Source: an optimization exercise on an open RTL-to-GDS flow (aim: small area, a short achievable clock period and few clock cycles per item). Production flows keep margins and buffers that such runs may drop. Where RTL was checked, it was by simulation tests only, not by an equivalence proof against the original. Function not checked in run 1: the RTL went through the layout flow alone. Power figures rest on the tool's default switching activity, not on a simulated workload.

===== flow/design.v =====
package vpu_sp_pkg;
  typedef logic [6:0] sp_size_t;
  typedef struct packed {
    logic                    enable;
    logic [1:0]              tilesize;
    logic [8:0]              x;
    logic [7:0]              y;
    logic [2-1:0] tile_bank;
    logic [8-1:0]  tile_idx;
    logic                    pal_mode;
    logic [1:0]              pal_bank;
    logic [3:0]              pal_no;
  } sp_attr_t;
  typedef struct packed {
    logic       valid;
    logic       last;
    logic [8:0] x;
    logic       pal_mode;
    logic [1:0] pal_bank;
    logic [3:0] pal_no;
    logic [7:0] idx;
  } sp_pix_t;
  typedef struct packed {
    logic [7:0] a;
    logic [7:0] r;
    logic [7:0] g;
    logic [7:0] b;
  } sp_argb_t;
  function automatic sp_size_t sp_size(input logic [1:0] tilesize);
    sp_size = 8 << tilesize;
  endfunction
endpackage
package vpu_mem_pkg;
  typedef struct packed {
    logic                     en;
    logic [4-1:0] addr;
  } param_req_t;
  typedef struct packed {
    logic                    en;
    logic [16-1:0] addr;
  } tile_req_t;
  typedef struct packed {
    logic                   en;
    logic [10-1:0] addr;
  } pal_req_t;
  typedef struct packed {
    logic                  rd_en;
    logic [8-1:0] rd_addr;
    logic                  wr_en;
    logic [8-1:0] wr_addr;
    logic [31:0]           wdata;
  } lb_req_t;
endpackage
`timescale 1ns/100ps
module vpu_sp_mix (
  input  logic [7:0] x0,
  input  logic [7:0] x1,
  input  logic [7:0] sel,
  input  logic       keep,
  output logic [7:0] hi_a,
  output logic [7:0] hi_b,
  output logic       c8
);
  logic [7:0] m [8];
  logic [7:0] k;
  logic [15:0] ra;
  logic [15:0] rb;
  logic [8:0]  lo;
  always_comb begin
    for (int i = 0; i < 8; i++) m[i] = sel[i] ? x1 : x0;
    k = keep ? m[0] : 8'd0;
  end
  logic w1, w2, w3, w4, w5, w6, w7, w8, w9, w10, w11, w12, w13, w14, w15, w16, w17, w18, w19, w20, w21, w22, w23, w24, w25, w26, w27, w28, w29, w30, w31, w32, w33, w34, w35, w36, w37, w38, w39, w40, w41, w42, w43, w44, w45, w46, w47, w48, w49, w50, w51, w52, w53, w54, w55, w56, w57, w58, w59, w60, w61, w62, w63, w64, w65, w66, w67, w68, w69, w70, w71, w72, w73, w74, w75, w76, w77, w78, w79, w80, w81, w82, w83, w84, w85, w86, w87, w88, w89, w90, w91, w92, w93, w94, w95, w96, w97, w98;
  assign w1 = m[0][5] ^ m[1][4];
  assign w2 = m[0][5] & m[1][4];
  assign w3 = m[0][6] ^ m[1][5] ^ m[2][4];
  assign w4 = (m[0][6] & m[1][5]) | (m[0][6] & m[2][4]) | (m[1][5] & m[2][4]);
  assign w5 = m[3][3] ^ m[4][2];
  assign w6 = m[3][3] & m[4][2];
  assign w7 = m[0][7] ^ m[1][6] ^ m[2][5];
  assign w8 = (m[0][7] & m[1][6]) | (m[0][7] & m[2][5]) | (m[1][6] & m[2][5]);
  assign w9 = m[3][4] ^ m[4][3] ^ m[5][2];
  assign w10 = (m[3][4] & m[4][3]) | (m[3][4] & m[5][2]) | (m[4][3] & m[5][2]);
  assign w11 = m[6][1] ^ m[7][0];
  assign w12 = m[6][1] & m[7][0];
  assign w13 = m[1][7] ^ m[2][6] ^ m[3][5];
  assign w14 = (m[1][7] & m[2][6]) | (m[1][7] & m[3][5]) | (m[2][6] & m[3][5]);
  assign w15 = m[4][4] ^ m[5][3] ^ m[6][2];
  assign w16 = (m[4][4] & m[5][3]) | (m[4][4] & m[6][2]) | (m[5][3] & m[6][2]);
  assign w17 = m[2][7] ^ m[3][6] ^ m[4][5];
  assign w18 = (m[2][7] & m[3][6]) | (m[2][7] & m[4][5]) | (m[3][6] & m[4][5]);
  assign w19 = m[0][3] ^ m[1][2];
  assign w20 = m[0][3] & m[1][2];
  assign w21 = m[0][4] ^ m[1][3] ^ m[2][2];
  assign w22 = (m[0][4] & m[1][3]) | (m[0][4] & m[2][2]) | (m[1][3] & m[2][2]);
  assign w23 = m[3][1] ^ m[4][0];
  assign w24 = m[3][1] & m[4][0];
  assign w25 = w1 ^ m[2][3] ^ m[3][2];
  assign w26 = (w1 & m[2][3]) | (w1 & m[3][2]) | (m[2][3] & m[3][2]);
  assign w27 = m[4][1] ^ m[5][0] ^ k[5];
  assign w28 = (m[4][1] & m[5][0]) | (m[4][1] & k[5]) | (m[5][0] & k[5]);
  assign w29 = w2 ^ w3 ^ w5;
  assign w30 = (w2 & w3) | (w2 & w5) | (w3 & w5);
  assign w31 = m[5][1] ^ m[6][0] ^ k[6];
  assign w32 = (m[5][1] & m[6][0]) | (m[5][1] & k[6]) | (m[6][0] & k[6]);
  assign w33 = w4 ^ w6 ^ w7;
  assign w34 = (w4 & w6) | (w4 & w7) | (w6 & w7);
  assign w35 = w9 ^ w11 ^ k[7];
  assign w36 = (w9 & w11) | (w9 & k[7]) | (w11 & k[7]);
  assign w37 = w8 ^ w10 ^ w12;
  assign w38 = (w8 & w10) | (w8 & w12) | (w10 & w12);
  assign w39 = w13 ^ w15 ^ m[7][1];
  assign w40 = (w13 & w15) | (w13 & m[7][1]) | (w15 & m[7][1]);
  assign w41 = w14 ^ w16 ^ w17;
  assign w42 = (w14 & w16) | (w14 & w17) | (w16 & w17);
  assign w43 = m[5][4] ^ m[6][3] ^ m[7][2];
  assign w44 = (m[5][4] & m[6][3]) | (m[5][4] & m[7][2]) | (m[6][3] & m[7][2]);
  assign w45 = w18 ^ m[3][7] ^ m[4][6];
  assign w46 = (w18 & m[3][7]) | (w18 & m[4][6]) | (m[3][7] & m[4][6]);
  assign w47 = m[5][5] ^ m[6][4] ^ m[7][3];
  assign w48 = (m[5][5] & m[6][4]) | (m[5][5] & m[7][3]) | (m[6][4] & m[7][3]);
  assign w49 = m[4][7] ^ m[5][6] ^ m[6][5];
  assign w50 = (m[4][7] & m[5][6]) | (m[4][7] & m[6][5]) | (m[5][6] & m[6][5]);
  assign w51 = m[0][2] ^ m[1][1];
  assign w52 = m[0][2] & m[1][1];
  assign w53 = w19 ^ m[2][1] ^ m[3][0];
  assign w54 = (w19 & m[2][1]) | (w19 & m[3][0]) | (m[2][1] & m[3][0]);
  assign w55 = w20 ^ w21 ^ w23;
  assign w56 = (w20 & w21) | (w20 & w23) | (w21 & w23);
  assign w57 = w22 ^ w24 ^ w25;
  assign w58 = (w22 & w24) | (w22 & w25) | (w24 & w25);
  assign w59 = w26 ^ w28 ^ w29;
  assign w60 = (w26 & w28) | (w26 & w29) | (w28 & w29);
  assign w61 = w30 ^ w32 ^ w33;
  assign w62 = (w30 & w32) | (w30 & w33) | (w32 & w33);
  assign w63 = w34 ^ w36 ^ w37;
  assign w64 = (w34 & w36) | (w34 & w37) | (w36 & w37);
  assign w65 = w38 ^ w40 ^ w41;
  assign w66 = (w38 & w40) | (w38 & w41) | (w40 & w41);
  assign w67 = w42 ^ w44 ^ w45;
  assign w68 = (w42 & w44) | (w42 & w45) | (w44 & w45);
  assign w69 = w46 ^ w48 ^ w49;
  assign w70 = (w46 & w48) | (w46 & w49) | (w48 & w49);
  assign w71 = w50 ^ m[5][7] ^ m[6][6];
  assign w72 = (w50 & m[5][7]) | (w50 & m[6][6]) | (m[5][7] & m[6][6]);
  assign w73 = m[0][1] ^ m[1][0];
  assign w74 = m[0][1] & m[1][0];
  assign w75 = w51 ^ m[2][0] ^ k[2];
  assign w76 = (w51 & m[2][0]) | (w51 & k[2]) | (m[2][0] & k[2]);
  assign w77 = w52 ^ w53 ^ k[3];
  assign w78 = (w52 & w53) | (w52 & k[3]) | (w53 & k[3]);
  assign w79 = w54 ^ w55 ^ k[4];
  assign w80 = (w54 & w55) | (w54 & k[4]) | (w55 & k[4]);
  assign w81 = w56 ^ w57 ^ w27;
  assign w82 = (w56 & w57) | (w56 & w27) | (w57 & w27);
  assign w83 = w58 ^ w59 ^ w31;
  assign w84 = (w58 & w59) | (w58 & w31) | (w59 & w31);
  assign w85 = w60 ^ w61 ^ w35;
  assign w86 = (w60 & w61) | (w60 & w35) | (w61 & w35);
  assign w87 = w62 ^ w63 ^ w39;
  assign w88 = (w62 & w63) | (w62 & w39) | (w63 & w39);
  assign w89 = w64 ^ w65 ^ w43;
  assign w90 = (w64 & w65) | (w64 & w43) | (w65 & w43);
  assign w91 = w66 ^ w67 ^ w47;
  assign w92 = (w66 & w67) | (w66 & w47) | (w67 & w47);
  assign w93 = w68 ^ w69 ^ m[7][4];
  assign w94 = (w68 & w69) | (w68 & m[7][4]) | (w69 & m[7][4]);
  assign w95 = w70 ^ w71 ^ m[7][5];
  assign w96 = (w70 & w71) | (w70 & m[7][5]) | (w71 & m[7][5]);
  assign w97 = w72 ^ m[6][7] ^ m[7][6];
  assign w98 = (w72 & m[6][7]) | (w72 & m[7][6]) | (m[6][7] & m[7][6]);
  assign ra = {1'b0, w98, w96, w94, w92, w90, w88, w86, w84, w82, w80, w78, w76, w74, w73, m[0][0]};
  assign rb = {1'b0, m[7][7], w97, w95, w93, w91, w89, w87, w85, w83, w81, w79, w77, w75, k[1], k[0]};
  assign lo   = {1'b0, ra[7:0]} + {1'b0, rb[7:0]};
  assign c8   = lo[8];
  assign hi_a = ra[15:8];
  assign hi_b = rb[15:8];
endmodule
module vpu_sp_color_merge (
  input  logic [31:0] src,
  input  logic [31:0] dst,
  input  logic [7:0]  a_n,
  input  logic        a_zero,
  input  logic        a_full,
  output logic [7:0]  res_a,
  output logic [47:0] hi,
  output logic [2:0]  c8
);
  logic [8:0] a_sum;
  assign a_sum      = {1'b0, dst[31:24]} + {1'b0, src[31:24]};
  assign res_a = a_zero ? dst[31:24] : a_full ? 8'd255 : a_sum[8:1];
  vpu_sp_mix u_r (.x0(dst[23:16]), .x1(src[23:16]), .sel(src[31:24]), .keep(a_zero | a_full), .hi_a(hi[47:40]), .hi_b(hi[39:32]), .c8(c8[2]));
  vpu_sp_mix u_g (.x0(src[15:8]),   .x1(dst[15:8]),  .sel(a_n),        .keep(a_zero | a_full), .hi_a(hi[31:24]), .hi_b(hi[23:16]), .c8(c8[1]));
  vpu_sp_mix u_b (.x0(dst[7:0]),    .x1(src[7:0]),   .sel(src[31:24]), .keep(a_zero | a_full), .hi_a(hi[15:8]), .hi_b(hi[7:0]), .c8(c8[0]));
endmodule
`timescale 1ns/100ps
module vpu_sp (
  input  logic                   clk,
  input  logic                   rst_n,
  input  logic                   line_start,
  input  logic [7:0]             line_y,
  output logic                   busy,
  output logic                   line_done,
  output vpu_mem_pkg::param_req_t param_req,
  input  logic [31:0]            param_rdata,
  output vpu_mem_pkg::tile_req_t tile_req,
  input  logic [7:0]             tile_rdata,
  output vpu_mem_pkg::pal_req_t  pal_req,
  input  logic [31:0]            pal_rdata,
  output vpu_mem_pkg::lb_req_t   lb_req,
  input  vpu_sp_pkg::sp_argb_t   lb_rdata
);
  logic       accept;
  logic [7:0] cur_y;
  logic [2:0] f_idx;       
  logic       f_word;      
  logic       f_req;       
  logic       f_done;      
  logic       w0_arr;      
  logic       w1_arr;      
  logic [1:0] w_s;
  logic [7:0] w_x;
  logic [5:0] w_oy;
  logic       k_act;
  logic [1:0] k_bank;
  logic [7:0] k_t;
  logic [2:0] k_oyr;
  logic [2:0] k_oxr;
  logic [2:0] k_oxh;
  logic [1:0] k_s;
  logic [7:0] k_x;
  logic       k_took;      
  logic       p1_v;
  logic [7:0] p1_x;
  logic [6:0] p1_pal;
  logic       p2_v;
  logic [9:0] p2_pal_addr;
  logic [7:0] p2_x;
  logic       p3_v;
  logic [7:0] p3_x;
  logic       p4_v;
  logic [7:0] p4_x;
  logic [31:0] p4_src;
  logic [31:0] p4_dst;
  logic [7:0] p4_an;       
  logic       p4_az;
  logic       p4_af;
  logic       p5_v;
  logic [7:0] p5_x;
  logic [7:0] p5_a;
  logic [47:0] p5_hi;
  logic [2:0] p5_c8;
  logic       p6_v;
  logic [7:0] p6_x;
  logic [31:0] p6_res;
  assign accept = !busy && line_start;
  logic [8:0] oy9;
  logic       vis;
  logic [2:0] oy_hi_mask;
  always_comb begin
    oy9 = {1'b0, cur_y} - {1'b0, param_rdata[7:0]};
    case (param_rdata[25:24])
      2'd0: oy_hi_mask = 3'b111;
      2'd1: oy_hi_mask = 3'b110;
      2'd2: oy_hi_mask = 3'b100;
      default: oy_hi_mask = 3'b000;
    endcase
    vis = param_rdata[31] && !oy9[8] && (oy9[7:6] == 2'b00)
       && ((oy9[5:3] & oy_hi_mask) == 3'b000) && !param_rdata[16];
  end
  logic       k_last;
  logic       k_free;
  logic       hazard;
  logic       take;
  logic       skip;        
  logic       next_sp;     
  function automatic logic near(input logic v, input logic [7:0] x, input logic [7:0] base);
    logic [8:0] diff;
    diff = {1'b0, x} - {1'b0, base};
    near = v && !diff[8] && (diff[7:2] == 6'd0);
  endfunction
  always_comb begin
    logic [2:0] oxh_mask;
    case (k_s)
      2'd0: oxh_mask = 3'b000;
      2'd1: oxh_mask = 3'b001;
      2'd2: oxh_mask = 3'b011;
      default: oxh_mask = 3'b111;
    endcase
    k_last  = (k_x == 8'd255) || ((k_oxr == 3'd7) && ((k_oxh & oxh_mask) == oxh_mask));
    k_free  = !k_act || k_last;
    hazard  = near(k_act, k_x, w_x) || near(p1_v, p1_x, w_x) || near(p2_v, p2_x, w_x)
           || near(p3_v, p3_x, w_x);
    take    = w1_arr && k_free && !hazard;
    skip    = w0_arr && !vis;
    next_sp = take || skip;
  end
  always_ff @(posedge clk) begin
    if (!rst_n) begin
      busy      <= 1'b0;
      line_done <= 1'b0;
      f_req     <= 1'b0;
      f_done    <= 1'b0;
      w0_arr    <= 1'b0;
      w1_arr    <= 1'b0;
      k_act     <= 1'b0;
      k_took    <= 1'b0;
      p1_v      <= 1'b0;
      p2_v      <= 1'b0;
      p3_v      <= 1'b0;
      p4_v      <= 1'b0;
      p5_v      <= 1'b0;
      p6_v      <= 1'b0;
    end else begin
      line_done <= 1'b0;
      w0_arr    <= f_req && !f_word;
      w1_arr    <= f_req && f_word && !next_sp;
      if (accept) begin
        busy   <= 1'b1;
        f_req  <= 1'b1;
        f_done <= 1'b0;
      end else if (busy && f_done && !k_act && !p1_v && !p2_v && !p3_v && !p4_v && !p5_v) begin
        busy      <= 1'b0;
        line_done <= 1'b1;
      end
      if (next_sp && f_idx == 3'd7) begin
        f_req  <= 1'b0;
        f_done <= 1'b1;
      end
      if (take)                 k_act <= 1'b1;
      else if (k_act && k_last) k_act <= 1'b0;
      k_took <= take;
      p1_v <= k_act;
      p2_v <= p1_v;
      p3_v <= p2_v;
      p4_v <= p3_v;
      p5_v <= p4_v;
      p6_v <= p5_v;
    end
  end
  always_ff @(posedge clk) begin
    if (accept) begin
      cur_y  <= line_y;
      f_idx  <= 3'd0;
      f_word <= 1'b0;
    end else if (f_req) begin
      if (next_sp) begin
        f_idx  <= f_idx + 3'd1;
        f_word <= 1'b0;
      end else begin
        f_word <= 1'b1;
      end
    end
    if (w0_arr) begin
      w_s  <= param_rdata[25:24];
      w_x  <= param_rdata[15:8];
      w_oy <= oy9[5:0];
    end
    if (take) begin
      k_bank <= param_rdata[29:28];
      k_t    <= param_rdata[23:16] + ({5'd0, w_oy[5:3]} << w_s);
      k_oyr  <= w_oy[2:0];
      k_oxr  <= 3'd0;
      k_oxh  <= 3'd0;
      k_s    <= w_s;
      k_x    <= w_x;
    end else begin
      k_oxr <= k_oxr + 3'd1;
      if (k_oxr == 3'd7) begin
        k_t   <= k_t + 8'd1;
        k_oxh <= k_oxh + 3'd1;
      end
      k_x <= k_x + 8'd1;
    end
    p1_x   <= k_x;
    if (k_took) p1_pal <= {param_rdata[6], param_rdata[5:4], param_rdata[3:0]};
    p2_x        <= p1_x;
    p2_pal_addr <= p1_pal[6] ? {p1_pal[5:4], p1_pal[3:0], tile_rdata[3:0]}
                             : {p1_pal[5:4], tile_rdata};
    p3_x   <= p2_x;
    p4_x   <= p3_x;
    p4_src <= pal_rdata;
    p4_dst <= lb_rdata;
    p4_an  <= ~pal_rdata[31:24];
    p4_az  <= (pal_rdata[31:24] == 8'd0);
    p4_af  <= (pal_rdata[31:24] == 8'd255);
    p5_x   <= p4_x;
    p5_a   <= blend_a;
    p5_hi  <= blend_hi;
    p5_c8  <= blend_c8;
    p6_x   <= p5_x;
    p6_res <= {p5_a,
               p5_hi[47:40] + p5_hi[39:32] + {7'd0, p5_c8[2]},
               p5_hi[31:24] + p5_hi[23:16] + {7'd0, p5_c8[1]},
               p5_hi[15:8]  + p5_hi[7:0]   + {7'd0, p5_c8[0]}};
  end
  logic [7:0]  blend_a;
  logic [47:0] blend_hi;
  logic [2:0]  blend_c8;
  vpu_sp_color_merge u_color_merge (
    .src (p4_src),
    .dst (p4_dst),
    .a_n    (p4_an),
    .a_zero (p4_az),
    .a_full (p4_af),
    .res_a  (blend_a),
    .hi     (blend_hi),
    .c8     (blend_c8)
  );
  assign param_req.en   = f_req;
  assign param_req.addr = {f_idx, f_word};
  assign tile_req.en    = k_act;
  assign tile_req.addr  = {k_bank, k_t, k_oyr, k_oxr};
  assign pal_req.en     = p2_v;
  assign pal_req.addr   = p2_pal_addr;
  assign lb_req.rd_en   = p2_v;
  assign lb_req.rd_addr = p2_x;
  assign lb_req.wr_en   = p6_v;
  assign lb_req.wr_addr = p6_x;
  assign lb_req.wdata   = p6_res;
endmodule
`timescale 1ns/100ps
module vpu_sp_top (
  input  logic        clk,
  input  logic        rst_n,
  input  logic        line_start,
  input  logic [7:0]  line_y,
  output logic        busy,
  output logic        line_done,
  output logic        param_req_en,
  output logic [3:0]  param_req_addr,
  input  logic [31:0] param_rdata,
  output logic        tile_req_en,
  output logic [15:0] tile_req_addr,
  input  logic [7:0]  tile_rdata,
  output logic        pal_req_en,
  output logic [9:0]  pal_req_addr,
  input  logic [31:0] pal_rdata,
  output logic        lb_rd_en,
  output logic [7:0]  lb_rd_addr,
  output logic        lb_wr_en,
  output logic [7:0]  lb_wr_addr,
  output logic [31:0] lb_wdata,
  input  logic [31:0] lb_rdata
);
  vpu_mem_pkg::param_req_t param_req;
  vpu_mem_pkg::tile_req_t  tile_req;
  vpu_mem_pkg::pal_req_t   pal_req;
  vpu_mem_pkg::lb_req_t    lb_req;
  vpu_sp u_sp (
    .clk         (clk),
    .rst_n       (rst_n),
    .line_start  (line_start),
    .line_y      (line_y),
    .busy        (busy),
    .line_done   (line_done),
    .param_req   (param_req),
    .param_rdata (param_rdata),
    .tile_req    (tile_req),
    .tile_rdata  (tile_rdata),
    .pal_req     (pal_req),
    .pal_rdata   (pal_rdata),
    .lb_req      (lb_req),
    .lb_rdata    (lb_rdata)
  );
  assign param_req_en   = param_req.en;
  assign param_req_addr = param_req.addr;
  assign tile_req_en    = tile_req.en;
  assign tile_req_addr  = tile_req.addr;
  assign pal_req_en     = pal_req.en;
  assign pal_req_addr   = pal_req.addr;
  assign lb_rd_en       = lb_req.rd_en;
  assign lb_rd_addr     = lb_req.rd_addr;
  assign lb_wr_en       = lb_req.wr_en;
  assign lb_wr_addr     = lb_req.wr_addr;
  assign lb_wdata       = lb_req.wdata;
endmodule

===== flow/run.sh =====
#!/bin/bash
# synth_recipe.tcl (not shown) runs the flow's synth.tcl, then flattens the netlist and writes it again
# the make line also repeats each setting of config.mk as NAME=value (left out here)
make -C /OpenROAD-flow-scripts/flow DESIGN_CONFIG=/design/flow/config.mk WORK_HOME=/design/flow/orfs CLKGATE_MAP_FILE= SYNTH_SCRIPT=/design/flow/synth_recipe.tcl finish

===== flow/config.mk =====
export PLATFORM = sky130hd
export DESIGN_NAME = vpu_sp_top
export DESIGN_NICKNAME = vpu_sp_top
export VERILOG_FILES = /design/flow/design.v
export SDC_FILE = /design/flow/constraint.sdc
export NUM_CORES = 4
export LEC_CHECK = 0
export CAP_MARGIN = 20
export CORE_MARGIN = 2
export CORE_UTILIZATION = 40
export SLEW_MARGIN = 20

===== flow/constraint.sdc =====
create_clock -name core_clock -period 11.0 [get_ports {clk}]
set_input_delay 2.2000 -clock core_clock [delete_from_list [all_inputs] [get_ports {clk}]]
set_output_delay 2.2000 -clock core_clock [all_outputs]
set_load 0.01 [all_outputs]

==> flow_summary.ini, run 1 <==
[outcome]
status = complete, no violations

[cts]
path_clk_slew_ns = 0.06
cts_tree = done
cts-resized-gates = 0
postCtsSetupBuffers = 0
ctsHoldBuffers = 0
h-tree-depth = 2
cts_buffers = 36
cts.sinks = 295
clockBufferDepth = 3
cts-root-buf = clkbuf_16
clock_latency_ns = 0.56

[setup_path]
cp.arrival_ns = 5.16
reg2regPathDepth = 11
crit_type = in2reg
regToRegSetupSlack_ns = 7.29
cpMaxStageDelayCell = clkdlybuf4s50_1
endpoint_kind = register
critPathTopFamily = compound AO/OA/AOI/OAI gates
reg2reg_to = u_sp.p5_c8[0]$_DFF_P_
required_ns = 11.49
rr_startpoint = u_sp.p4_src[24]$_DFF_P_
crit_path_max_fanout = 4
startpoint_type = input pin
crit_chain = clkdlybuf4s50_1 > ha_1 > inv_1 > fa_1 > a21o_1 > a21oi_1 > maj3_1 > a22oi_1 > a211o_1 > o2bb2ai_1 > o21ai_1 > mux2i_1
critical_path.n_buffers_inverters = 2
slowest_delay_ns = 0.48

[finish]
final_common_cell = dfxtp_1
layout.nets = 2004
n_fill_cell = 3660
mostFrequentLayoutCells = 249 x dfxtp_1, 216 x inv_1, 196 x clkdlybuf4s50_1
areaGrowthSynthToFinish_pct = 23.3
drive_gt1_share_pct = 13.7

[min_path]
whs_endpoint = u_sp.p5_x[5]$_DFF_P_
min_path_type = reg2reg
worst_hold_startpoint = u_sp.p4_x[5]$_DFF_P_
hold_depth = 0

[detailed_routing]
drc_errors = 0
firstDrtPassIters = 5
route.antenna.remaining_nets = 0
drt-vias-per-instance = 4.82
vias = 10600
routedWlPerCell_um = 15.8
drtIter0Drc = 326
wl_um = 34700

[job]
cap_violations = 0

[sta]
rsz0062_at_grt = no
slew_violations = 0
relSlewSlack_pct = 27.6
hold_viol_final = 0
min_period_ns = 4.67
tightest_slew_ns = 1.08
period_share_pct = 42.5
final.setup.tns_ns = 0
setup_viol = 0
fmax_mhz = 214
fin_skew_ns = 0.0214

[grt]
grt_overflow = 0
grt_max_degree = 52
grt_pass1_wl_um = 57300
antenna_found_initial = 1
grt_pass1_vias = 11400
track_usage_pct = 17.0

[synth]
synth_edf_count = 46
synth_ff_type = dfxtp_1
synthTopCellsByArea = dfxtp_1 31%, fa_1 17%, mux2_2 10%, ha_1 8.9%, edfxtp_1 8.5%
synth_top_area_share_pct = 30.5
yosysWarningCount = 3
ys_seq_area_share_pct = 39.0
synth_area_per_cell_um2 = 11.4
synth_cell_types = 65
syn_inst = 1433
synth-seq-cells = 295
synth_area_leader_cell = dfxtp_1
syn-num-nets = 1799
netlist_area_um2 = 16300
async_reset_ff_share_pct = 0

[placed_design]
hpwl_um = 25700
gp_congestion = 0.827
place.port_buffers = 196

[floorplanning]
dieArea_um2 = 42500
die_width_um = 206
rows = 74
ios = 200
start_util_pct = 40.3
core_um2 = 40600
die-height_um = 206

[pwr]
pwr_density_cell_nw_per_um2 = 218
p_leak_uw = 0.00886
power.total_uw = 4390
ir_drop_uv = 115
==> sequential cells by signal, summed over array words and instances, names as in the netlist, 6 cells and up <==
signal / flops
u_sp.p5_hi: 42
u_sp.p4_dst: 32
u_sp.p4_src: 32
u_sp.p6_res: 32
u_sp.p2_pal_addr: 10
u_sp.cur_y: 8
u_sp.k_t: 8
u_sp.k_x: 8
u_sp.p1_x: 8
u_sp.p2_x: 8
u_sp.p3_x: 8
u_sp.p4_an: 8
u_sp.p4_x: 8
u_sp.p5_a: 8
u_sp.p5_x: 8
u_sp.p6_x: 8
u_sp.w_x: 8
u_sp.p1_pal: 7
u_sp.w_oy: 6
==> kinds of logic (layout without fill, tap and decap cells) <==
family / Yosys count / after routing / share of synthesized area [%]
flops: 295 / 295 / 39.0
fa+ha+maj: 252 / 252 / 25.5
buf+inv: 252 / 485 / 5.85
mux: 207 / 207 / 13.9
simple gates: 197 / 197 / 6.26
compound gates: 182 / 182 / 6.99
xor+xnor: 48 / 48 / 2.57
other cells: 0 / 1 / 0
==> worst reg2reg max path: stages (launching register included) <==
cell and delay [ns]:
dfxtp_1 0.30, buf_4 0.28, mux2_2 0.43, fa_1 0.45, fa_1 0.54, inv_1 0.05
fa_1 0.47, inv_1 0.05, fa_1 0.47, ha_1 0.30, a21oi_1 0.15, o21ai_0 0.10
==> synthesized netlist by cell type (10+ instances only) <==
| master | number |
|---|---|
| ha_1 | 116 |
| mux2_2 | 151 |
| inv_1 | 216 |
| dfxtp_1 | 249 |
| o21bai_1 | 10 |
| o21ai_0 | 36 |
| and2_1 | 16 |
| nor2b_1 | 16 |
| nand3_1 | 16 |
| fa_1 | 135 |
| a21o_1 | 18 |
| nor2_1 | 35 |
| nand2b_1 | 15 |
| mux2i_1 | 55 |
| a21oi_1 | 64 |
| edfxtp_1 | 46 |
| xnor2_1 | 25 |
| nand2_1 | 61 |
| clkbuf_1 | 25 |
| xor2_1 | 23 |
==> where the power goes <==
group / switching, µW / internal [µW]
Sequential: 163 / 1400
Combinational: 790 / 795
Clock: 472 / 764
==> metrics by stage <==
| step | util, % | hold WS (ns) | setup slack [ns] | instances | instance area, µm² |
|---|---|---|---|---|---|
| final | 49.7 | 0.320 | 6.33 | 2199 | 20100 |
| after global routing | 49.7 | 0.329 | 6.15 | 2199 | 20100 |
| after CTS | 49.7 | 0.320 | 6.35 | 2198 | 20100 |
| after detailed placement | 46.5 | 0.312 | 5.77 | 2132 | 18900 |
| after global placement | 46.5 | 0.311 | 5.79 | 2132 | 18900 |
| after floorplan | - | 0.310 | 6.61 | 1433 | 16300 |
==> worst max-delay path by stage <==
stage,startpoint,to,slack (ns),depth (start not counted)
final,param_rdata[0],u_sp.f_idx[2]$_SDFFE_PP0P_,6.33,12
after global routing,param_rdata[0],u_sp.f_idx[2]$_SDFFE_PP0P_,6.15,12
after CTS,param_rdata[0],u_sp.f_idx[2]$_SDFFE_PP0P_,6.35,12
after detailed placement,param_rdata[0],u_sp.f_idx[2]$_SDFFE_PP0P_,5.77,12
after global placement,param_rdata[0],u_sp.f_idx[1]$_SDFFE_PP0P_,5.79,12
after floorplan,param_rdata[0],u_sp.f_idx[0]$_SDFFE_PP0P_,6.61,11
==> layout make-up <==
cell class                      count  area (µm²)  share of cell area [%]
Antenna cell                        1        2.50                  0.0124
Multi-Input combinational cell    886        9010                    44.7
Clock inverter                     10         170                   0.845
Timing Repair Buffer              203        2010                    10.0
Sequential cell                   295        6370                    31.6
Tap cell                          532         666                    3.31
Clock buffer                       56        1100                    5.45
Inverter                          216         811                    4.03
==> metal layers <==
metal / track usage, % / vias up / share of wire (%)
met5: 0 / - / 0
met4: 6.17 / 0 / 2.5
met3: 3.55 / 54 / 4.8
met2: 29.2 / 177 / 49
met1: 21.1 / 5161 / 44
li1: - / 5214 / -
==> run 2, diff against run 1 <==
--- a/flow/design.v
+++ b/flow/design.v
@@ -218,6 +218,7 @@
   logic       f_done;      
   logic       w0_arr;      
   logic       w1_arr;      
+  logic       w_vis;       
   logic [1:0] w_s;
   logic [7:0] w_x;
   logic [5:0] w_oy;
@@ -291,8 +292,8 @@
     k_free  = !k_act || k_last;
     hazard  = near(k_act, k_x, w_x) || near(p1_v, p1_x, w_x) || near(p2_v, p2_x, w_x)
            || near(p3_v, p3_x, w_x);
-    take    = w1_arr && k_free && !hazard;
-    skip    = w0_arr && !vis;
+    take    = w1_arr && w_vis && k_free && !hazard;
+    skip    = (w0_arr && (!param_rdata[31] || param_rdata[16])) || (w1_arr && !w_vis);
     next_sp = take || skip;
   end
   always_ff @(posedge clk) begin
@@ -352,6 +353,7 @@
       end
     end
     if (w0_arr) begin
+      w_vis <= vis;
       w_s  <= param_rdata[25:24];
       w_x  <= param_rdata[15:8];
       w_oy <= oy9[5:0];
==> flow_summary.ini, run 2 <==
[sta]
relSlewSlack_pct = 26.3
fmax_mhz = 236
min_period_ns = 4.23
tightest_slew_ns = 1.10
period_share_pct = 38.5
fin_skew_ns = 0.0195
worst_slack_ns = 6.77
final.setup.tns_ns = 0
rsz0062_at_grt = no
setup_viol = 0
hold_viol_final = 0
slew_violations = 0

[grt]
gr-usage-met1_pct = 20.3
met3_usage_pct = 3.75
grt_pass1_wl_um = 55900
grt_use_met2_pct = 28.1
grt_pass1_vias = 11200
track_usage_pct = 16.5
grt_overflow = 0
grt.busiest_layer = met2
grt_max_degree = 47
antenna_found_initial = 1

[pwr]
pwr_density_cell_nw_per_um2 = 215
p_switching_uw = 1390
switching_share_pct = 32.2
p_clk_share_pct = 28.3
ir_drop_uv = 121
power_frac_comb_pct = 36.0
power.total_uw = 4320
p_leak_uw = 0.00886
intPower_uw = 2930
p_seq_share_pct = 35.7

[detailed_routing]
vias = 10500
drtIter0Drc = 320
wl_um = 33900
drt-vias-per-instance = 4.79
route.antenna.remaining_nets = 0
drc_errors = 0
routedWlPerCell_um = 15.4
firstDrtPassIters = 4

[setup_path]
regToRegSetupSlack_ns = 7.20
endpoint_kind = register
crit_type = in2reg
cp.arrival_ns = 4.56
startpoint_type = input pin
rr_startpoint = u_sp.p4_src[28]$_DFF_P_
crit_path_max_fanout = 3
reg2regPathDepth = 10
required_ns = 11.32
reg2reg_to = u_sp.p5_c8[0]$_DFF_P_

[synth]
synth_area_per_cell_um2 = 11.4
synth-seq-cells = 296
synth_area_leader_cell = dfxtp_1
syn_inst = 1433
syn-num-nets = 1799
netlist_area_um2 = 16400
ys_seq_area_share_pct = 39.1
synth_ff_type = dfxtp_1
synth_cell_types = 60
async_reset_ff_share_pct = 0
yosysWarningCount = 3
synthTopCellsByArea = dfxtp_1 30%, fa_1 17%, mux2_2 11%, ha_1 8.9%, edfxtp_1 8.6%
synth_edf_count = 47
synth_top_area_share_pct = 30.5
synth.most_common_cell = dfxtp_1
synthTopCellsByCount = 249 x dfxtp_1, 219 x inv_1, 155 x mux2_2

[floorplanning]
die-height_um = 206
die_width_um = 206
dieArea_um2 = 42500
start_util_pct = 40.3
core_um2 = 40600
ios = 200
rows = 74

[finish]
largest_reg_flops = 42
final_common_cell = dfxtp_1
layout.nets = 2005
n_fill_cell = 3690
largest_register = u_sp.p5_hi
final_core_util_pct = 49.6
areaGrowthSynthToFinish_pct = 23.1
drive_gt1_share_pct = 14.2
mostFrequentLayoutCells = 249 x dfxtp_1, 219 x inv_1, 196 x clkdlybuf4s50_1

[cts]
postCtsSetupBuffers = 0
cts_tree = done
cts-resized-gates = 0
cts_buffers = 37
h-tree-depth = 2
cts.sinks = 296
clock_latency_ns = 0.54
ctsHoldBuffers = 0
cts-root-buf = clkbuf_16
path_clk_slew_ns = 0.06
clockBufferDepth = 3

[placed_design]
hpwl_um = 25600
place.port_buffers = 196
gp_congestion = 0.820
place_worst_setup_slack_ns = 6.21

[outcome]
status = complete, no violations

[min_path]
whs_endpoint = u_sp.p5_x[2]$_DFF_P_
worst_hold_startpoint = u_sp.p4_x[2]$_DFF_P_
hold_depth = 0
min_path_type = reg2reg

[job]
cap_violations = 0
==> run 2: worst max-delay path by stage <==
stage | startpoint | endpoint | slack (ns) | depth (start not counted)
2_1_floorplan | u_sp.p4_src[24]$_DFF_P_ | u_sp.p5_c8[2]$_DFF_P_ | 7.07 | 12
3_3_place_gp | param_rdata[1] | u_sp.w_vis$_DFFE_PP_ | 6.28 | 11
3_5_place_dp | param_rdata[1] | u_sp.w_vis$_DFFE_PP_ | 6.21 | 11
4_1_cts | param_rdata[1] | u_sp.w_vis$_DFFE_PP_ | 6.77 | 11
5_1_grt | param_rdata[1] | u_sp.w_vis$_DFFE_PP_ | 6.66 | 11
6_report | param_rdata[1] | u_sp.w_vis$_DFFE_PP_ | 6.77 | 11
==> run 2: critical path, stage by stage <==
cell and delay, ns:
clkdlybuf4s50_1 0.54, inv_1 0.07, ha_1 0.27, nor2b_1 0.12
o21ai_0 0.16, nand2b_1 0.11, a21o_1 0.19, a21o_1 0.20
a31oi_1 0.25, mux2i_1 0.11, nor4b_1 0.35
==> run 2: final cells by class <==
cell class                      count  area, µm²  share of cell area, %
Antenna cell                        1       2.50                 0.0124
Clock inverter                     16        185                  0.920
Tap cell                          532        666                   3.31
Timing Repair Buffer              203       2010                   10.0
Clock buffer                       51       1060                   5.29
Sequential cell                   296       6400                   31.8
Multi-Input combinational cell    881       8970                   44.6
Inverter                          220        826                   4.10
==> run 2: kinds of logic after synthesis <==
family / Yosys count / share of synthesized area (%)
XOR/XNOR: 48 / 2.57
buffers and inverters: 256 / 6.02
AND/OR/NAND/NOR: 200 / 6.19
AO/OA/AOI/OAI: 173 / 6.73
flip-flops: 296 / 39.1
multiplexers: 209 / 14.0
adder cells (fa/ha/maj): 251 / 25.4
==> run 2: stage by stage <==
step,hold WS (ns),instances,area [µm²]
finish,0.320,2200,20100
global route,0.327,2200,20100
CTS,0.320,2199,20100
detailed placement,0.312,2132,18900
global placement,0.312,2132,18900
floorplan,0.310,1433,16400
==> run 2: metal layers <==
layer,vias up,wire (µm)
li1,5202,-
met1,5060,14700
met2,208,16300
met3,64,1880
met4,0,1030
met5,-,0
==> run 2: power groups by stage <==
stage	logic, µW	clock network (µW)	registers, µW
6_report	1560	1220	1540
4_1_cts	1590	1260	1550
3_5_place_dp	1570	0	1570
3_3_place_gp	1530	0	1570
2_1_floorplan	1060	0	1560
5_1_grt	1830	1310	1580
Testbench counts of run 2, summed over its fixed seeds: cycles 50,366, lines 512.
==> run 3, diff against run 2 <==
==> flow/flow/run.sh (new file) <==
#!/bin/bash
# The standard layout, except that each port gets the smallest buffer
# (buf_1) instead of the one buffer_ports picks by default.
set -euo pipefail
export BUFFER_PORTS_ARGS="-buffer_cell sky130_fd_sc_hd__buf_1"
bash standard.sh finish > standard_flow.log 2>&1
==> flow/standard.sh (new file) <==
#!/bin/bash
# synth_recipe.tcl (not shown) runs the flow's synth.tcl, then flattens the netlist and writes it again
# the make line also repeats each setting of config.mk as NAME=value (left out here)
make -C /OpenROAD-flow-scripts/flow DESIGN_CONFIG=/design/flow/config.mk WORK_HOME=/design/flow/orfs CLKGATE_MAP_FILE= SYNTH_SCRIPT=/design/flow/synth_recipe.tcl "${@:-finish}"
--- a/flow/config.mk
+++ b/flow/config.mk
@@ -7,5 +7,5 @@
 export LEC_CHECK = 0
 export CAP_MARGIN = 20
 export CORE_MARGIN = 2
-export CORE_UTILIZATION = 40
+export CORE_UTILIZATION = 65
 export SLEW_MARGIN = 20
removed: flow/run.sh
==> flow_summary.ini, run 3 <==
[setup_path]
slowest_delay_ns = 0.94
crit_path_frequent_cell = fa_1
crit_chain = mux2_2 > fa_1 > fa_1 > inv_1 > fa_1 > inv_1 > fa_1 > ha_1 > a21oi_1 > o21ai_0
crit_type = reg2reg
cp.arrival_ns = 4.51
required_ns = 11.44
crit_path_max_fanout = 18
cpMaxStageDelayCell = dfxtp_1
endpoint_kind = register
startpoint_type = register

[synth]
synthTopCellsByArea = dfxtp_1 30%, fa_1 17%, mux2_2 11%, ha_1 8.9%, edfxtp_1 8.6%
syn-num-nets = 1799
synth_cell_types = 60
ys_seq_area_share_pct = 39.1
synthTopCellsByCount = 249 x dfxtp_1, 219 x inv_1, 155 x mux2_2
synth.most_common_cell = dfxtp_1
synth_area_leader_cell = dfxtp_1
synth-seq-cells = 296
async_reset_ff_share_pct = 0
synth_ff_type = dfxtp_1
syn_inst = 1433
synth_area_per_cell_um2 = 11.4
synth_top_area_share_pct = 30.5
synth_edf_count = 47
netlist_area_um2 = 16400
yosysWarningCount = 3

[finish]
multi_input_area_um2 = 8970
n_antenna_cell = 0
n_fill_cell = 1850
largest_register = u_sp.p5_hi
layout.nets = 1998
largest_reg_flops = 42
stdcell_count = 1986
areaGrowthSynthToFinish_pct = 13.2
drive_gt1_share_pct = 13.8
final_common_cell = dfxtp_1
final-seq-area_um2 = 6400
mostFrequentLayoutCells = 249 x dfxtp_1, 219 x inv_1, 196 x buf_1

[pwr]
power_frac_comb_pct = 35.4
p_seq_share_pct = 37.9
p_clk_share_pct = 26.7
p_leak_uw = 0.00827
ir_drop_uv = 169
switching_share_pct = 33.5
p_switching_uw = 1360
pwr_density_cell_nw_per_um2 = 220
intPower_uw = 2710

[sta]
fmax_mhz = 246
setup_viol = 0
period_share_pct = 37.0
final.setup.tns_ns = 0
hold_viol_final = 0
slew_violations = 0
fin_skew_ns = 0.0159
tightest_slew_ns = 1.10
min_period_ns = 4.07
rsz0062_at_grt = no
relSlewSlack_pct = 26.6

[detailed_routing]
drtIter0Drc = 557
routedWlPerCell_um = 16.2
vias = 10600
drt-vias-per-instance = 5.34
firstDrtPassIters = 5
wl_um = 32300
route.antenna.remaining_nets = 0
drc_errors = 0

[grt]
grt_max_degree = 47
grt_pass1_vias = 11200
grt_pass1_wl_um = 54300
antenna_found_initial = 1
grt_overflow = 0
track_usage_pct = 25.4

[cts]
clock_latency_ns = 0.57
cts.sinks = 296
cts-resized-gates = 0
h-tree-depth = 1
cts-root-buf = clkbuf_16
path_clk_slew_ns = 0.06
postCtsSetupBuffers = 0
ctsHoldBuffers = 0
clockBufferDepth = 3
cts_buffers = 31
cts_tree = done

[outcome]
status = complete, no violations

[floorplanning]
ios = 200
core_um2 = 25000
die-height_um = 163
die_width_um = 163
start_util_pct = 65.5
rows = 58
dieArea_um2 = 26400

[placed_design]
dp_cells = 1928
hpwl_um = 24100
place.port_buffers = 196
gp_congestion = 0.847

[min_path]
min_path_type = reg2reg

[job]
cap_violations = 0
-- run 3: layer usage --
metal	up-vias	global-route usage [%]	part of all wire, %
met4	2	7.36	2.7
met3	63	5.35	6.1
met2	237	42.6	47
met5	-	0	0.047
li1	5195	-	-
met1	5107	33.6	44
-- run 3: critical path, delay by kind of cell, from the launching register on --
kind                       cells  cell delay [ns]
adders and majority gates      5             2.23
muxes                          1             0.43
AOI/OAI and AO/OA              2             0.23
buffers and inverters          2             0.11
DFF                            1             0.94
-- run 3: path summary, 6_finish.rpt --
path	slack, ns	startpoint	endpoint	depth (start not counted)
worst max register to register	6.93	u_sp.p4_src[25]$_DFF_P_	u_sp.p5_c8[2]$_DFF_P_	10
worst min-delay path	0.32	u_sp.p5_a[4]$_DFF_P_	u_sp.p6_res[28]$_DFF_P_	0
worst min register to register	0.32	u_sp.p5_a[4]$_DFF_P_	u_sp.p6_res[28]$_DFF_P_	0
worst max-delay path	6.93	u_sp.p4_src[25]$_DFF_P_	u_sp.p5_c8[2]$_DFF_P_	10
-- run 3: kinds of logic after synthesis --
family / synth area share (%)
flip-flops: 39.1
multiplexers: 14.0
buffers and inverters: 6.02
AND/OR/NAND/NOR: 6.19
AO/OA/AOI/OAI: 6.73
adder cells (fa/ha/maj): 25.4
XOR/XNOR: 2.57
-- run 3: final cells by class --
class	instances	share of cell area (%)
multi-input cells	881	48.5
flip-flops and latches	296	34.6
repair buffers	202	4.33
clock buffers	44	5.06
clock inverters	13	0.879
well taps	330	2.23
inverters	220	4.46
-- run 3: through the flow --
stage / utilization (%) / hold slack (ns) / total power, µW / cell area, µm² / setup WS [ns]
floorplan: - / 0.310 / 2620 / 16400 / 7.07
global placement: 69.6 / 0.310 / 2940 / 17400 / 6.72
detailed placement: 69.6 / 0.312 / 3010 / 17400 / 6.69
CTS: 74.0 / 0.321 / 4120 / 18500 / 6.90
global route: 74.1 / 0.322 / 4430 / 18500 / 6.69
finish: 74.1 / 0.319 / 4070 / 18500 / 6.93
-- run 3: power groups by stage --
stage                     Clock (µW)  Combinational, µW  Sequential, µW
after global placement             0               1380            1560
final                           1090               1440            1550
after global routing            1150               1700            1580
after CTS                       1110               1460            1550
after detailed placement           0               1440            1570
after floorplan                    0               1060            1560
==> run 4, diff against run 3 <==
--- a/flow/config.mk
+++ b/flow/config.mk
@@ -7,5 +7,6 @@
 export LEC_CHECK = 0
 export CAP_MARGIN = 20
 export CORE_MARGIN = 2
-export CORE_UTILIZATION = 65
+export CORE_UTILIZATION = 40
+export CTS_BUF_LIST = sky130_fd_sc_hd__clkbuf_4 sky130_fd_sc_hd__clkbuf_8
 export SLEW_MARGIN = 20
==> flow_summary.ini, run 4 <==
[finish]
largest_reg_flops = 42
layout.nets = 2020
final_common_cell = dfxtp_1
stdcell_area_um2 = 18800
mostFrequentLayoutCells = 249 x dfxtp_1, 219 x inv_1, 196 x buf_1
largest_register = u_sp.p5_hi
n_antenna_cell = 0
final_core_util_pct = 46.3
areaGrowthSynthToFinish_pct = 14.8
drive_gt1_share_pct = 15.7

[floorplanning]
die_width_um = 206
die-height_um = 206
rows = 74
start_util_pct = 40.3
core_um2 = 40600
dieArea_um2 = 42500
ios = 200

[cts]
clock_latency_ns = 0.63
cts.sinks = 296
cts-root-buf = clkbuf_8
h-tree-depth = 2
ctsHoldBuffers = 0
cts-resized-gates = 0
path_clk_slew_ns = 0.06
cts_buffers = 52
postCtsSetupBuffers = 0
cts_tree = done
clockBufferDepth = 3

[detailed_routing]
vias = 10600
dr_wl_met3_um = 1920
met2WireLength_um = 16400
drc_errors = 0
wirelength_met1_um = 14600
wl_um = 33900
firstDrtPassIters = 4
drt-vias-per-instance = 4.77
top_layer = met4
route.antenna.remaining_nets = 0
drtIter0Drc = 363
routedWlPerCell_um = 15.2

[setup_path]
regToRegSetupSlack_ns = 7.25
endpoint_kind = register
startpoint_type = register
cp.arrival_ns = 4.01
crit_type = reg2reg
reg2reg_to = u_sp.k_t[0]$_DFFE_PP_
reg2regPathDepth = 10
required_ns = 11.26
rr_startpoint = u_sp.w_x[1]$_DFFE_PP_
crit_path_max_fanout = 46
setup.worst_path.end = u_sp.k_t[0]$_DFFE_PP_
startpoint = u_sp.w_x[1]$_DFFE_PP_

[pwr]
intPower_uw = 2680
switching_share_pct = 33.8
p_leak_uw = 0.00831
p_seq_share_pct = 38.1
ir_drop_uv = 146
pwr_density_cell_nw_per_um2 = 216
p_switching_uw = 1370
p_clk_share_pct = 26.9
power_frac_comb_pct = 35.0

[sta]
rsz0062_at_grt = no
hold_viol_final = 0
fin_skew_ns = 0.0222
slew_violations = 0
relSlewSlack_pct = 26.0
tightest_slew_ns = 1.11
final.setup.tns_ns = 0
min_period_ns = 3.75
setup_viol = 0
fmax_mhz = 266
period_share_pct = 34.1

[synth]
synthTopCellsByArea = dfxtp_1 30%, fa_1 17%, mux2_2 11%, ha_1 8.9%, edfxtp_1 8.6%
syn-num-nets = 1799
yosysWarningCount = 3
async_reset_ff_share_pct = 0
synth_ff_type = dfxtp_1
synth-seq-cells = 296
syn_inst = 1433
synth_edf_count = 47
synth_top_area_share_pct = 30.5
synthTopCellsByCount = 249 x dfxtp_1, 219 x inv_1, 155 x mux2_2
synth.most_common_cell = dfxtp_1
synth_area_leader_cell = dfxtp_1
synth_area_per_cell_um2 = 11.4
ys_seq_area_share_pct = 39.1
synth_cell_types = 60
netlist_area_um2 = 16400

[placed_design]
placed_area_um2 = 17600
hpwl_um = 25400
gp_congestion = 0.826
place.port_buffers = 196

[outcome]
status = complete, no violations

[grt]
grt_pass1_vias = 11100
grt_overflow = 0
grt_pass1_wl_um = 55400
grt_max_degree = 47
track_usage_pct = 16.4
antenna_found_initial = 0

[min_path]
min_path_type = reg2reg

[job]
cap_violations = 0
-- run 4: how the worst min path moves through the flow --
stage	cells after the start	slack [ns]	startpoint	to
2_1_floorplan	0	0.31	u_sp.p4_x[0]$_DFF_P_	u_sp.p5_x[0]$_DFF_P_
3_3_place_gp	0	0.31	u_sp.p5_a[6]$_DFF_P_	u_sp.p6_res[30]$_DFF_P_
3_5_place_dp	0	0.31	u_sp.p4_x[6]$_DFF_P_	u_sp.p5_x[6]$_DFF_P_
4_1_cts	0	0.32	u_sp.p5_x[1]$_DFF_P_	u_sp.p6_x[1]$_DFF_P_
5_1_grt	0	0.33	u_sp.p5_x[1]$_DFF_P_	u_sp.p6_x[1]$_DFF_P_
6_report	0	0.32	u_sp.p4_x[5]$_DFF_P_	u_sp.p5_x[5]$_DFF_P_
-- run 4: area by class of cell --
cell class / count / area (µm²)
tap: 532 / 666
multi-input combinational: 881 / 8970
fill: 3803 / 21800
timing repair buffer: 203 / 788
clock inverter: 11 / 135
inverter: 220 / 826
clock buffer: 79 / 993
sequential: 296 / 6400
-- run 4: metrics by stage --
stage          setup slack (ns)  hold slack, ns  std cells  total power [µW]
3_3_place_gp               6.65           0.310       2132              2960
5_1_grt                    6.95           0.327       2222              4430
4_1_cts                    7.19           0.323       2222              4130
6_report                   7.25           0.322       2222              4050
2_1_floorplan              7.07           0.310       1433              2620
3_5_place_dp               6.66           0.312       2132              3010
-- run 4: routing by layer --
metal  track usage (%)  vias up
li1                  -     5230
met1              20.2     5087
met2              27.8      215
met3              3.78       61
met4              6.56        0
met5                 0        -
-- run 4: worst max-delay path, stage by stage (launching register included) --
cell	delay [ns]
edfxtp_1	0.35
inv_1	0.19
ha_1	0.29
o21ai_0	0.33
nor3_1	0.14
o41ai_1	0.35
mux2_2	0.38
a221oi_1	0.49
o221ai_4	0.17
buf_4	0.30
nand2b_1	0.39
-- run 4: power by group through the flow --
stage / Sequential (µW) / Clock (µW) / Combinational, µW
global route: 1580 / 1170 / 1670
finish: 1540 / 1090 / 1420
detailed placement: 1570 / 0 / 1430
floorplan: 1560 / 0 / 1060
global placement: 1570 / 0 / 1400
CTS: 1550 / 1140 / 1450
-- run 4: cells by family after synthesis --
family,count (synthesis),share of synthesized area [%]
compound gates,173,6.73
mux,209,14.0
fa+ha+maj,251,25.4
buf+inv,256,6.02
xor+xnor,48,2.57
simple gates,200,6.19
flops,296,39.1
==> run 5, diff against run 4 <==
--- a/flow/config.mk
+++ b/flow/config.mk
@@ -8,5 +8,4 @@
 export CAP_MARGIN = 20
 export CORE_MARGIN = 2
 export CORE_UTILIZATION = 40
-export CTS_BUF_LIST = sky130_fd_sc_hd__clkbuf_4 sky130_fd_sc_hd__clkbuf_8
 export SLEW_MARGIN = 20
==> flow_summary.ini, run 5 <==
[pwr]
switching_share_pct = 33.1
power.total_uw = 4200
intPower_uw = 2800
p_clk_share_pct = 29.5
power_frac_comb_pct = 33.7
p_switching_uw = 1390
ir_drop_uv = 121
p_leak_uw = 0.00831
p_seq_share_pct = 36.8
pwr_density_cell_nw_per_um2 = 222

[cts]
postCtsSetupBuffers = 0
clock_latency_ns = 0.55
ctsHoldBuffers = 0
cts-resized-gates = 0
cts_buffers = 36
path_clk_slew_ns = 0.06
cts-root-buf = clkbuf_16
cts.sinks = 296
cts_tree = done
h-tree-depth = 2
clockBufferDepth = 3

[finish]
areaGrowthSynthToFinish_pct = 15.5
mostFrequentLayoutCells = 249 x dfxtp_1, 219 x inv_1, 196 x buf_1
largest_reg_flops = 42
n_fill_cell = 3763
largest_register = u_sp.p5_hi
final_common_cell = dfxtp_1
drive_gt1_share_pct = 14.0
n_antenna_cell = 0
layout.nets = 2004

[setup_path]
crit_type = reg2reg
cpMaxStageDelayCell = a221oi_1
startpoint_type = register
critical_path.n_buffers_inverters = 2
crit_chain = inv_1 > ha_1 > o21ai_0 > nor3_1 > o41ai_1 > mux2_2 > a221oi_1 > o221ai_4 > buf_4 > nand2b_1
endpoint_kind = register
required_ns = 11.19
critPathTopFamily = compound AO/OA/AOI/OAI gates
cp.arrival_ns = 3.96
crit_path_max_fanout = 46
slowest_delay_ns = 0.51

[floorplanning]
start_util_pct = 40.3
rows = 74
dieArea_um2 = 42500
die_width_um = 206
ios = 200
core_um2 = 40600
die-height_um = 206

[sta]
rsz0062_at_grt = no
period_share_pct = 34.2
final.setup.tns_ns = 0
fmax_mhz = 266
min_period_ns = 3.76
setup_viol = 0
hold_viol_final = 0
slew_violations = 0
tightest_slew_ns = 1.11
fin_skew_ns = 0.0144
relSlewSlack_pct = 26.1

[grt]
grt_pass1_vias = 10900
antenna_found_initial = 0
grt_overflow = 0
track_usage_pct = 16.4
grt_pass1_wl_um = 55400
grt_max_degree = 47

[placed_design]
hpwl_um = 25400
gp_congestion = 0.826
place.port_buffers = 196

[min_path]
min_path_type = reg2reg

[synth]
synth_top_area_share_pct = 30.5
synth_ff_type = dfxtp_1
yosys.area_share.adder_pct = 25.4
syn_inst = 1433
synth.most_common_cell = dfxtp_1
syn-num-nets = 1799
netlist_area_um2 = 16400
synthTopCellsByCount = 249 x dfxtp_1, 219 x inv_1, 155 x mux2_2
synthMuxAreaShare_pct = 14.0
synth_edf_count = 47
synth_compound_area_share_pct = 6.73
synthTopCellsByArea = dfxtp_1 30%, fa_1 17%, mux2_2 11%, ha_1 8.9%, edfxtp_1 8.6%
synth_top_family_by_area = adder cells
synth_area_per_cell_um2 = 11.4
synth_xor_area_share_pct = 2.57
yosysWarningCount = 3
synth_area_leader_cell = dfxtp_1
synthSimpleGateAreaFrac_pct = 6.19
ys_seq_area_share_pct = 39.1
synth_cell_types = 60
async_reset_ff_share_pct = 0
synth-seq-cells = 296

[detailed_routing]
drc_errors = 0
routedWlPerCell_um = 15.4
route.antenna.remaining_nets = 0
wl_um = 33800
vias = 10500
drtIter0Drc = 432
firstDrtPassIters = 4
drt-vias-per-instance = 4.78

[job]
cap_violations = 0

[outcome]
status = complete, no violations
## run 5: cell count changes in the layout (fill, tap and decap cells not counted), moves of 2 or more
cell and delta:
clkbuf_8 -59, clkbuf_16 +37, clkbuf_4 -15, clkbuf_1 +7, bufinv_16 +2, clkinv_2 -2
clkinvlp_4 +2
## run 5: layout make-up
| type | count | area, µm² | area share [%] |
|---|---|---|---|
| Clock buffer | 49 | 1020 | 5.41 |
| Clock inverter | 15 | 218 | 1.15 |
| Sequential cell | 296 | 6400 | 33.9 |
| Tap cell | 532 | 666 | 3.52 |
| Multi-Input combinational cell | 881 | 8970 | 47.5 |
| Inverter | 220 | 826 | 4.37 |
| Timing Repair Buffer | 203 | 788 | 4.17 |
## run 5: worst reg2reg max path, cell delays in order (launching register included)
cell and delay [ns]:
edfxtp_1 0.36, inv_1 0.19, ha_1 0.29, o21ai_0 0.33, nor3_1 0.14, o41ai_1 0.35, mux2_2 0.38, a221oi_1 0.51
o221ai_4 0.17, buf_4 0.30, nand2b_1 0.41
## run 5: path summary, 6_finish.rpt
check                                            from               endpoint  slack, ns  depth (start not counted)
worst max-delay path            u_sp.w_x[1]$_DFFE_PP_  u_sp.k_t[0]$_DFFE_PP_       7.24                         10
worst min-delay path             u_sp.p5_x[7]$_DFF_P_   u_sp.p6_x[7]$_DFF_P_       0.32                          0
worst max register to register  u_sp.w_x[1]$_DFFE_PP_  u_sp.k_t[0]$_DFFE_PP_       7.24                         10
worst min register to register   u_sp.p5_x[7]$_DFF_P_   u_sp.p6_x[7]$_DFF_P_       0.32                          0
## run 5: kinds of logic after synthesis
| logic type | Yosys count |
|---|---|
| DFF | 296 |
| xor gates and xnor gates | 48 |
| and+or+nand+nor | 200 |
| buffers and inverters | 256 |
| AOI/OAI and AO/OA | 173 |
| muxes | 209 |
| adders and majority gates | 251 |
## run 5: per-stage QoR
stage	setup WS, ns	hold WS (ns)	utilization (%)	cell area, µm²	std cells
2_1_floorplan	7.07	0.310	-	16400	1433
3_3_place_gp	6.65	0.310	43.5	17600	2132
3_5_place_dp	6.66	0.312	43.5	17600	2132
4_1_cts	7.20	0.322	46.6	18900	2196
5_1_grt	6.96	0.328	46.6	18900	2196
6_report	7.24	0.322	46.6	18900	2196
## run 5: power by group through the flow
stage / Combinational, µW / Clock, µW / Sequential (µW)
after detailed placement: 1430 / 0 / 1570
after CTS: 1450 / 1280 / 1550
after global placement: 1400 / 0 / 1570
after global routing: 1670 / 1320 / 1580
final: 1420 / 1240 / 1540
after floorplan: 1060 / 0 / 1560
## run 5: routing by layer
layer  up-vias  share of wire [%]  GRT usage [%]
met5         -                  0              0
met4         0                2.3           5.36
met3        49                5.3           3.58
met2       202                 49           28.1
met1      5061                 43           20.4
li1       5189                  -              -
==> run 6, diff against run 5 <==
==> flow/flow/run.sh (replaced) <==
#!/bin/bash
# The standard layout, except that
#  - each port gets the smallest buffer (buf_1) instead of the one
#    buffer_ports picks by default;
#  - Yosys's synth runs without its internal abc pass (-noabc), so that the
#    adder trees written in the RTL reach extract_fa as written; the final
#    ABC mapping of the flow is unchanged.
set -euo pipefail
export BUFFER_PORTS_ARGS="-buffer_cell sky130_fd_sc_hd__buf_1"
export SYNTH_ARGS="-noabc"
bash standard.sh finish > standard_flow.log 2>&1
==> flow_summary.ini, run 6 <==
[outcome]
status = complete, no violations

[synth]
synth_cell_types = 64
syn-num-nets = 1655
synth-seq-cells = 296
ys_seq_area_share_pct = 40.1
synth_ff_type = dfxtp_1
synth_area_per_cell_um2 = 12.5
syn_inst = 1276
netlist_area_um2 = 15900
synth.most_common_cell = dfxtp_1
synth_edf_count = 47
synth_top_area_share_pct = 31.3
synthTopCellsByCount = 249 x dfxtp_1, 200 x mux2_2, 135 x fa_1
synth_area_leader_cell = dfxtp_1
synthTopCellsByArea = dfxtp_1 31%, fa_1 17%, mux2_2 14%, ha_1 10%, edfxtp_1 8.9%
yosysWarningCount = 3
async_reset_ff_share_pct = 0

[floorplanning]
start_util_pct = 40.3
die-height_um = 204
core_um2 = 39500
ios = 200
dieArea_um2 = 41500
die_width_um = 204
rows = 73

[finish]
areaGrowthSynthToFinish_pct = 14.9
largest_reg_flops = 42
drive_gt1_share_pct = 18.4
n_fill_cell = 3594
mostFrequentLayoutCells = 247 x dfxtp_1, 200 x mux2_2, 196 x buf_1
largest_register = u_sp.p5_hi
final_common_cell = dfxtp_1
n_antenna_cell = 0
layout.nets = 1856

[setup_path]
crit_path_max_fanout = 10
startpoint_type = register
critical_path.n_buffers_inverters = 1
cpMaxStageDelayCell = dfxtp_1
required_ns = 11.41
cp.arrival_ns = 4.37
crit_type = reg2reg
crit_path_frequent_cell = fa_1
crit_chain = buf_4 > mux2_2 > fa_1 > fa_1 > fa_1 > fa_1 > ha_1 > a21oi_1 > o21ai_0
slowest_delay_ns = 0.63
endpoint_kind = register
critPathTopFamily = adder cells

[detailed_routing]
routedWlPerCell_um = 16.5
drtIter0Drc = 384
firstDrtPassIters = 4
drt-vias-per-instance = 4.91
vias = 9943
route.antenna.remaining_nets = 0
drc_errors = 0
wl_um = 33400

[grt]
grt_pass1_wl_um = 54300
gr-usage-met1_pct = 22.2
grt_overflow = 0
grt_pass1_vias = 10600
grt_max_degree = 53
met3_usage_pct = 4.04
antenna_found_initial = 0
track_usage_pct = 16.6
grt.busiest_layer = met2
grt_use_met2_pct = 26.5

[cts]
h-tree-depth = 2
cts_tree = done
clockBufferDepth = 3
clock_latency_ns = 0.53
cts.sinks = 296
cts_buffers = 35
cts-root-buf = clkbuf_16
cts-resized-gates = 0
ctsHoldBuffers = 0
postCtsSetupBuffers = 0
path_clk_slew_ns = 0.06

[sta]
final.setup.tns_ns = 0
setup_viol = 0
slew_violations = 0
worst_slack_ns = 7.04
tightest_slew_ns = 1.09
min_period_ns = 3.96
relSlewSlack_pct = 27.4
period_share_pct = 36.0
hold_viol_final = 0
fin_skew_ns = 0.0160
fmax_mhz = 253
rsz0062_at_grt = no

[pwr]
p_leak_uw = 0.00744
ir_drop_uv = 122
pwr_density_cell_nw_per_um2 = 220

[placed_design]
gp_congestion = 0.851
place.port_buffers = 196
place_worst_setup_slack_ns = 6.65
hpwl_um = 24900

[min_path]
min_path_type = reg2reg

[job]
cap_violations = 0
## run 6: metal layers
layer | vias to the layer above | share of wire, %
met2 | 195 | 46
met4 | 0 | 2.5
li1 | 4868 | -
met5 | - | 0
met3 | 50 | 5.1
met1 | 4830 | 46
## run 6: layout make-up
type / count / area [µm²] / share of cell area (%)
repair buffers: 202 / 781 / 4.26
clock buffers: 45 / 983 / 5.37
clock inverters: 15 / 118 / 0.642
well taps: 525 / 657 / 3.58
flip-flops and latches: 296 / 6400 / 34.9
inverters: 58 / 218 / 1.19
multi-input cells: 884 / 9170 / 50.0
## run 6: final timing paths
kind                                              start               endpoint  slack [ns]  cells after the start
worst min-delay path               u_sp.p4_x[6]$_DFF_P_   u_sp.p5_x[6]$_DFF_P_        0.32                      0
worst max register to register  u_sp.p4_src[25]$_DFF_P_  u_sp.p5_c8[2]$_DFF_P_        7.04                      9
worst max-delay path            u_sp.p4_src[25]$_DFF_P_  u_sp.p5_c8[2]$_DFF_P_        7.04                      9
worst min register to register     u_sp.p4_x[6]$_DFF_P_   u_sp.p5_x[6]$_DFF_P_        0.32                      0
## run 6: cells by family (layout without fill, tap and decap cells)
family | Yosys count | in the layout | synth area share (%)
AOI/OAI and AO/OA | 158 | 158 | 6.29
buffers and inverters | 96 | 320 | 2.37
and+or+nand+nor | 205 | 205 | 6.86
adders and majority gates | 264 | 264 | 27.1
muxes | 205 | 205 | 14.4
xor gates and xnor gates | 52 | 52 | 2.86
DFF | 296 | 296 | 40.1
## run 6: report_power, final
part | switching [µW] | leakage, µW | internal (µW) | total, µW
sequential | 172 | 0.00253 | 1400 | 1580
clock | 449 | 0.000544 | 655 | 1100
combinational | 704 | 0.00437 | 648 | 1350
total | 1330 | 0.00744 | 2710 | 4030
## run 6: stage by stage
stage / area, µm² / std cells / util [%] / total power (µW) / hold slack (ns)
finish: 18300 / 2025 / 46.3 / 4030 / 0.325
CTS: 18300 / 2025 / 46.3 / 4110 / 0.327
global placement: 17200 / 1965 / 43.5 / 2930 / 0.310
global route: 18300 / 2025 / 46.3 / 4390 / 0.330
floorplan: 15900 / 1276 / - / 2600 / 0.310
detailed placement: 17200 / 1965 / 43.5 / 2970 / 0.313
## run 6: worst reg2reg max path: cells and delay by family, from the launching register on
kind / cells / cell delay [ns]
fa+ha+maj: 5 / 2.32
flops: 1 / 0.63
mux: 1 / 0.37
buf+inv: 1 / 0.31
compound gates: 2 / 0.19

static timing again, ports no longer ideal:
The flow's constraints put no driver on any port. The routed layouts listed below were extracted and timed again, unchanged, in two steps.
Step 1 assumes that a clkbuf_16 drives the clock port and a buf_2 every other input.
Step 2 times the ports against the registers' clock, not the clock port: input delays grow and output delays shrink by t, the midpoint of the rising clock arrivals with the driver on.
a / b / c = ideal ports / drivers / drivers and shift; a / b = the first two.
| run | shift t [ns] | setup slack, ns | hold WS [ns] | worst setup path after step 2 |
|---|---|---|---|---|
| run 1 | 0.599 | 6.328 / 6.346 / 5.746 | 0.320 / 0.320 / 0.320 | input to register |
| run 2 | 0.585 | 6.768 / 6.798 / 6.213 | 0.320 / 0.320 / 0.320 | input to register |
| run 3 | 0.610 | 6.927 / 6.927 / 6.668 | 0.319 / 0.319 / 0.319 | input to register |
| run 4 | 0.664 | 7.246 / 7.246 / 6.665 | 0.322 / 0.322 / 0.322 | input to register |
| run 5 | 0.591 | 7.235 / 7.235 / 6.679 | 0.322 / 0.322 / 0.322 | input to register |
| run 6 | 0.579 | 7.041 / 7.041 / 6.677 | 0.325 / 0.325 / 0.325 | input to register |
After both steps setup and hold are still met in every run listed. For run 1, which loses most, drivers alone change the setup slack by +0.018 ns; drivers and shift together by -0.582 ns.
